This design comes from an exercise in tuning for small area on the open sky130 flow, not from production work.
Only simulation tests tie the RTL to the original design; equivalence was not proved.
Power figures rest on the tool's default switching activity, not on a simulated workload. The flow treats the clock pin as an ideal source, which a real chip does not have.

## add_round_key_pipe
module add_round_key_pipe #(
  parameter int DATA_WIDTH = 128,
  parameter int NUM_KEYS   = 11,
  parameter int KEY_IDX_W  = 4
) (
  input  logic                  clk,
  input  logic                  rst,
  input  logic                  key_wr_en,
  input  logic [KEY_IDX_W-1:0]  key_wr_idx,
  input  logic [DATA_WIDTH-1:0] key_wr_data,
  input  logic                  key_clr,
  input  logic [DATA_WIDTH-1:0] data_in,
  input  logic [KEY_IDX_W-1:0]  data_in_idx,
  input  logic                  data_in_vld,
  output logic                  data_in_rdy,
  output logic [DATA_WIDTH-1:0] block_data_out,
  output logic                  block_data_out_vld,
  input  logic                  block_data_out_rdy,
  output logic                  block_data_out_err
);
  logic [DATA_WIDTH-1:0] key_q [NUM_KEYS];    
  logic [DATA_WIDTH-1:0] key_d [NUM_KEYS];
  logic [NUM_KEYS-1:0]   ph_q;
  logic [NUM_KEYS-1:0]   key_we;
  logic [NUM_KEYS-1:0]   key_vld_q;
  logic [DATA_WIDTH-1:0] out_q, out_d;
  logic                  vld_q;
  logic                  err_q;
  logic [11:0]           sel;
  logic                  hit, h0, h1;
  assign data_in_rdy = !vld_q || block_data_out_rdy;
  for (genvar i = 0; i < NUM_KEYS; i++) begin : g_key
    assign key_we[i] = key_wr_en && key_wr_idx == KEY_IDX_W'(i);
    for (genvar b = 0; b < DATA_WIDTH; b++) begin : g_b
      ark_key_oai22 u_k (
        .q(key_q[i][b]), .en(key_we[i]), .wd(key_wr_data[b]), .en_n(!key_we[i]), .d(key_d[i][b])
      );
    end
    assign sel[i] = data_in_rdy && data_in_idx == KEY_IDX_W'(i) && key_vld_q[i];
  end
  assign sel[11] = !data_in_rdy;
  assign hit = |sel[NUM_KEYS-1:0];
  assign h1  = |(sel[NUM_KEYS-1:0] & ph_q);
  assign h0  = |(sel[NUM_KEYS-1:0] & ~ph_q);
  for (genvar b = 0; b < DATA_WIDTH; b++) begin : g_bit
    logic [11:0] src;
  ...
Size: ~1600 flip-flops.
==> flow/config.mk <==
export PLATFORM = sky130hd
export DESIGN_NAME = add_round_key_pipe
export DESIGN_NICKNAME = add_round_key_pipe
export VERILOG_FILES = /design/flow/design.v
export SDC_FILE = /design/flow/constraint.sdc
export NUM_CORES = 4
export LEC_CHECK = 0
export CAP_MARGIN = 20
export CORE_MARGIN = 2
export CORE_UTILIZATION = 65
export PLACE_DENSITY = 0.85
export SLEW_MARGIN = 20
export SYNTH_HIERARCHICAL = 1
==> flow/constraint.sdc <==
create_clock -name core_clock -period 4.0 [get_ports {clk}]
set_input_delay 0.8000 -clock core_clock [delete_from_list [all_inputs] [get_ports {clk}]]
set_output_delay 0.8000 -clock core_clock [all_outputs]
set_load 0.01 [all_outputs]
standard.sh (not shown) runs the stock make flow with config.mk's settings and CLKGATE_MAP_FILE= SYNTH_SCRIPT=/design/flow/synth_recipe.tcl, a recipe that flattens the netlist after the stock synthesis.
==> flow/flow/run.sh <==
#!/bin/bash
# The standard layout, with two changes: port buffers use the smallest buffer cell, and
# clock tree synthesis inserts no dummy loads. Each tool's output goes to a log of its own.
set -euo pipefail
bash standard.sh \
  BUFFER_PORTS_ARGS="-buffer_cell sky130_fd_sc_hd__buf_1" \
  CTS_ARGS="-sink_clustering_enable -repair_clock_nets -dont_use_dummy_load -sink_clustering_size 25 -sink_clustering_max_diameter 80" \
  finish > flow_make.log 2>&1
The baseline finished clean.
Next try:
--- a/flow/flow/run.sh
+++ b/flow/flow/run.sh
@@ -7 +7 @@
-  CTS_ARGS="-sink_clustering_enable -repair_clock_nets -dont_use_dummy_load -sink_clustering_size 25 -sink_clustering_max_diameter 80" \
+  CTS_ARGS="-sink_clustering_enable -repair_clock_nets -dont_use_dummy_load -sink_clustering_size 28 -sink_clustering_max_diameter 90" \
PLACE_DENSITY = 0.95   (was 0.85)
=> The changed run finished with timing, DRC and antenna clean. Maximum frequency rises by 3.7%. Non-clock buffer count falls by 12. Routed wire length rises by 6.3%.


The RTL this note starts from:
==> flow/design.v <==
module ark_key_oai22 (
  input  logic q,
  input  logic en,
  input  logic wd,
  input  logic en_n,
  output logic d
);
  assign d = !((q | en) & (wd | en_n));
endmodule
module ark_aoi222 (
  input  logic a1, a2, b1, b2, c1, c2,
  output logic y
);
  assign y = !((a1 & a2) | (b1 & b2) | (c1 & c2));
endmodule
module ark_dsel (
  input  logic din,
  input  logic h0,
  input  logic h1,
  output logic y_n
);
  assign y_n = !(din ? h0 : h1);
endmodule
module ark_fin (
  input  logic [3:0] p_n,
  input  logic       y_n,
  output logic       dout
);
  assign dout = (&p_n) ^ y_n;
endmodule
module ark_rbit (
  input  logic [11:0] src,
  input  logic [11:0] sel,
  input  logic        din,
  input  logic        h0,
  input  logic        h1,
  output logic        dout
);
  logic [3:0] p_n;
  logic       y_n;
  for (genvar g = 0; g < 4; g++) begin : g_p
    ark_aoi222 u_aoi (
      .a1(src[3*g]),   .a2(sel[3*g]),
      .b1(src[3*g+1]), .b2(sel[3*g+1]),
      .c1(src[3*g+2]), .c2(sel[3*g+2]),
      .y(p_n[g])
    );
  end
  ark_dsel u_d (.din(din), .h0(h0), .h1(h1), .y_n(y_n));
  ark_fin  u_f (.p_n(p_n), .y_n(y_n), .dout(dout));
endmodule
module add_round_key_pipe #(
  parameter int DATA_WIDTH = 128,
  parameter int NUM_KEYS   = 11,
  parameter int KEY_IDX_W  = 4
) (
  input  logic                  clk,
  input  logic                  rst,
  input  logic                  key_wr_en,
  input  logic [KEY_IDX_W-1:0]  key_wr_idx,
  input  logic [DATA_WIDTH-1:0] key_wr_data,
  input  logic                  key_clr,
  input  logic [DATA_WIDTH-1:0] data_in,
  input  logic [KEY_IDX_W-1:0]  data_in_idx,
  input  logic                  data_in_vld,
  output logic                  data_in_rdy,
  output logic [DATA_WIDTH-1:0] block_data_out,
  output logic                  block_data_out_vld,
  input  logic                  block_data_out_rdy,
  output logic                  block_data_out_err
);
  logic [DATA_WIDTH-1:0] key_q [NUM_KEYS];    
  logic [DATA_WIDTH-1:0] key_d [NUM_KEYS];
  logic [NUM_KEYS-1:0]   ph_q;
  logic [NUM_KEYS-1:0]   key_we;
  logic [NUM_KEYS-1:0]   key_vld_q;
  logic [DATA_WIDTH-1:0] out_q, out_d;
  logic                  vld_q;
  logic                  err_q;
  logic [11:0]           sel;
  logic                  hit, h0, h1;
  assign data_in_rdy = !vld_q || block_data_out_rdy;
  for (genvar i = 0; i < NUM_KEYS; i++) begin : g_key
    assign key_we[i] = key_wr_en && key_wr_idx == KEY_IDX_W'(i);
    for (genvar b = 0; b < DATA_WIDTH; b++) begin : g_b
      ark_key_oai22 u_k (
        .q(key_q[i][b]), .en(key_we[i]), .wd(key_wr_data[b]), .en_n(!key_we[i]), .d(key_d[i][b])
      );
    end
    assign sel[i] = data_in_rdy && data_in_idx == KEY_IDX_W'(i) && key_vld_q[i];
  end
  assign sel[11] = !data_in_rdy;
  assign hit = |sel[NUM_KEYS-1:0];
  assign h1  = |(sel[NUM_KEYS-1:0] & ph_q);
  assign h0  = |(sel[NUM_KEYS-1:0] & ~ph_q);
  for (genvar b = 0; b < DATA_WIDTH; b++) begin : g_bit
    logic [11:0] src;
    for (genvar i = 0; i < NUM_KEYS; i++) begin : g_src
      assign src[i] = key_q[i][b];
    end
    assign src[11] = out_q[b];
    ark_rbit u_rbit (.src(src), .sel(sel), .din(data_in[b]), .h0(h0), .h1(h1), .dout(out_d[b]));
  end
  always_ff @(posedge clk) begin
    for (int i = 0; i < NUM_KEYS; i++) key_q[i] <= key_d[i];
    ph_q  <= key_we | ~ph_q;
    out_q <= out_d;
    if (data_in_rdy) err_q <= !hit;
  end
  always_ff @(posedge clk or posedge rst) begin
    if (rst) begin
      key_vld_q <= '0;
      vld_q     <= 1'b0;
    end else begin
      if (key_clr) key_vld_q <= '0;
      else key_vld_q <= key_vld_q | key_we;
      if (data_in_rdy) vld_q <= data_in_vld;
    end
  end
  assign block_data_out     = out_q;
  assign block_data_out_vld = vld_q;
  assign block_data_out_err = err_q;
endmodule
clock: 4.0 ns
lec_check: 0
cap_margin: 20
core_margin: 2
core_utilization: 70
place_density: 0.85
slew_margin: 20
synth_hierarchical: 1
==> flow/flow/run.sh <==
#!/bin/bash
# The standard layout, with two changes: port buffers use the smallest buffer cell, and
# clock tree synthesis inserts no dummy loads. Each tool's output goes to a log of its own.
set -euo pipefail
bash standard.sh \
  BUFFER_PORTS_ARGS="-buffer_cell sky130_fd_sc_hd__buf_1" \
  CTS_ARGS="-sink_clustering_enable -repair_clock_nets -dont_use_dummy_load -sink_clustering_size 25 -sink_clustering_max_diameter 80" \
  finish > flow_make.log 2>&1
==> next run, changes <==
--- a/flow/flow/run.sh
+++ b/flow/flow/run.sh
@@ -5,4 +5,4 @@
 bash standard.sh \
   BUFFER_PORTS_ARGS="-buffer_cell sky130_fd_sc_hd__buf_1" \
-  CTS_ARGS="-sink_clustering_enable -repair_clock_nets -dont_use_dummy_load -sink_clustering_size 25 -sink_clustering_max_diameter 80" \
+  CTS_ARGS="-sink_clustering_enable -repair_clock_nets -dont_use_dummy_load -sink_clustering_size 30 -sink_clustering_max_diameter 100" \
   finish > flow_make.log 2>&1
- CORE_UTILIZATION: 70 -> 65
- CTS_CLUSTER_DIAMETER: default -> 100
- CTS_CLUSTER_SIZE: default -> 30
- PLACE_DENSITY: 0.85 -> default
Result: The new run completed without violations; global-route usage is lower by 3.6 points; sequential power barely changes; clock power goes down by roughly a tenth; power fell by a few percent; sequential share of layout area goes up by 0.22 points; critical path depth stays the same.
==> next run, changes <==
--- a/flow/flow/run.sh
+++ b/flow/flow/run.sh
@@ -5,4 +5,4 @@
 bash standard.sh \
   BUFFER_PORTS_ARGS="-buffer_cell sky130_fd_sc_hd__buf_1" \
-  CTS_ARGS="-sink_clustering_enable -repair_clock_nets -dont_use_dummy_load -sink_clustering_size 30 -sink_clustering_max_diameter 100" \
+  CTS_ARGS="-sink_clustering_enable -repair_clock_nets -dont_use_dummy_load -sink_clustering_size 25 -sink_clustering_max_diameter 80" \
   finish > flow_make.log 2>&1
- CORE_UTILIZATION: 65 -> 75
- CTS_CLUSTER_DIAMETER: 100 -> default
- CTS_CLUSTER_SIZE: 30 -> default
Outcome:
- The changed run completed without violations
- count of clock-buffer cells in the layout went up by 15
- design area barely changes
- routed wire length goes up by 2.0%
- die area falls by 13%
- non-clock buffer count went down by 25
- utilization grows by 11 points
- sequential power stays flat
- power climbs by 2.9%
==> next run, changes <==
--- a/flow/flow/run.sh
+++ b/flow/flow/run.sh
@@ -5,4 +5,4 @@
 bash standard.sh \
   BUFFER_PORTS_ARGS="-buffer_cell sky130_fd_sc_hd__buf_1" \
-  CTS_ARGS="-sink_clustering_enable -repair_clock_nets -dont_use_dummy_load -sink_clustering_size 25 -sink_clustering_max_diameter 80" \
+  CTS_ARGS="-sink_clustering_enable -repair_clock_nets -dont_use_dummy_load -sink_clustering_size 28 -sink_clustering_max_diameter 90" \
   finish > flow_make.log 2>&1
- CORE_UTILIZATION: 75 -> 65
- PLACE_DENSITY: default -> 0.85
Total power drops by a few percent.
Combinational power is lower slightly.
Cell count went up by a few percent.
Wire length goes down by a few percent.
Flip-flop and latch count does not change.
==> next run, changes <==
--- a/flow/flow/run.sh
+++ b/flow/flow/run.sh
@@ -5,4 +5,4 @@
 bash standard.sh \
   BUFFER_PORTS_ARGS="-buffer_cell sky130_fd_sc_hd__buf_1" \
-  CTS_ARGS="-sink_clustering_enable -repair_clock_nets -dont_use_dummy_load -sink_clustering_size 28 -sink_clustering_max_diameter 90" \
+  CTS_ARGS="-sink_clustering_enable -repair_clock_nets -dont_use_dummy_load -sink_clustering_size 25 -sink_clustering_max_diameter 80" \
   finish > flow_make.log 2>&1
- GPL_TIMING_DRIVEN: default -> 0
- PLACE_DENSITY: 0.85 -> default
After rerunning:
- die area stays the same
- global-route usage rose by 3.5 points
- worst hold slack is better by 0.055 ns
- first-iteration DRC count decreases by 8.7%
- setup slack degrades by 0.69 ns
- total power grows by 2.6%
- synthesized area is unchanged
- non-clock buffer count rises by 108
- synthesized cell count is unchanged
- routed wire length came out higher by 7.9%
- sequential share of layout area goes down by 1.8 points

-- afterwards: timing with drivers on the ports --
The results above use ideal ports. As a check the final layouts listed here were re-extracted and re-timed, cells and wires unchanged.
Step 1 sets driving cells, clkbuf_16 on the clock port and buf_2 on the other inputs (assumed; they add their load-dependent delay and slew).
Step 2 adds t to the input delays and takes it off the output delays; t is the mean of the earliest and latest rising clock arrival at the registers after step 1. Input paths then give back, and output paths get back, about the clock's delay inside the block.
a / b / c = no drivers / after step 1 / after step 2; a / b = the first two.
run	t, ns	setup slack, ns	latest minus earliest clock arrival (ns)	worst data-port slew with drivers (ns)	cell pins on the clock port's net
the first run of note 1	0.710	0.892 / 0.937 / 0.228	0.036 / 0.035	0.12	1
the second run of note 1	0.720	1.002 / 1.002 / 0.409	0.037 / 0.037	0.12	1
the first run of note 2	0.715	1.076 / 1.004 / 0.509	0.046 / 0.046	0.16	1
the second run of note 2	0.755	1.124 / 1.049 / 0.563	0.036 / 0.036	0.12	1
the third run of note 2	0.716	0.827 / 0.755 / 0.579	0.045 / 0.045	0.12	1
the fourth run of note 2	0.748	0.975 / 0.963 / 0.273	0.025 / 0.025	0.15	1
the fifth run of note 2	0.712	0.283 / 0.334 / -0.377	0.043 / 0.043	0.14	1
Met with ideal ports but missed after step 2: setup timing in the fifth run of note 2. The setup slack of the fourth run of note 2, which loses most, moves by -0.012 ns with the drivers and by -0.702 ns with both steps.
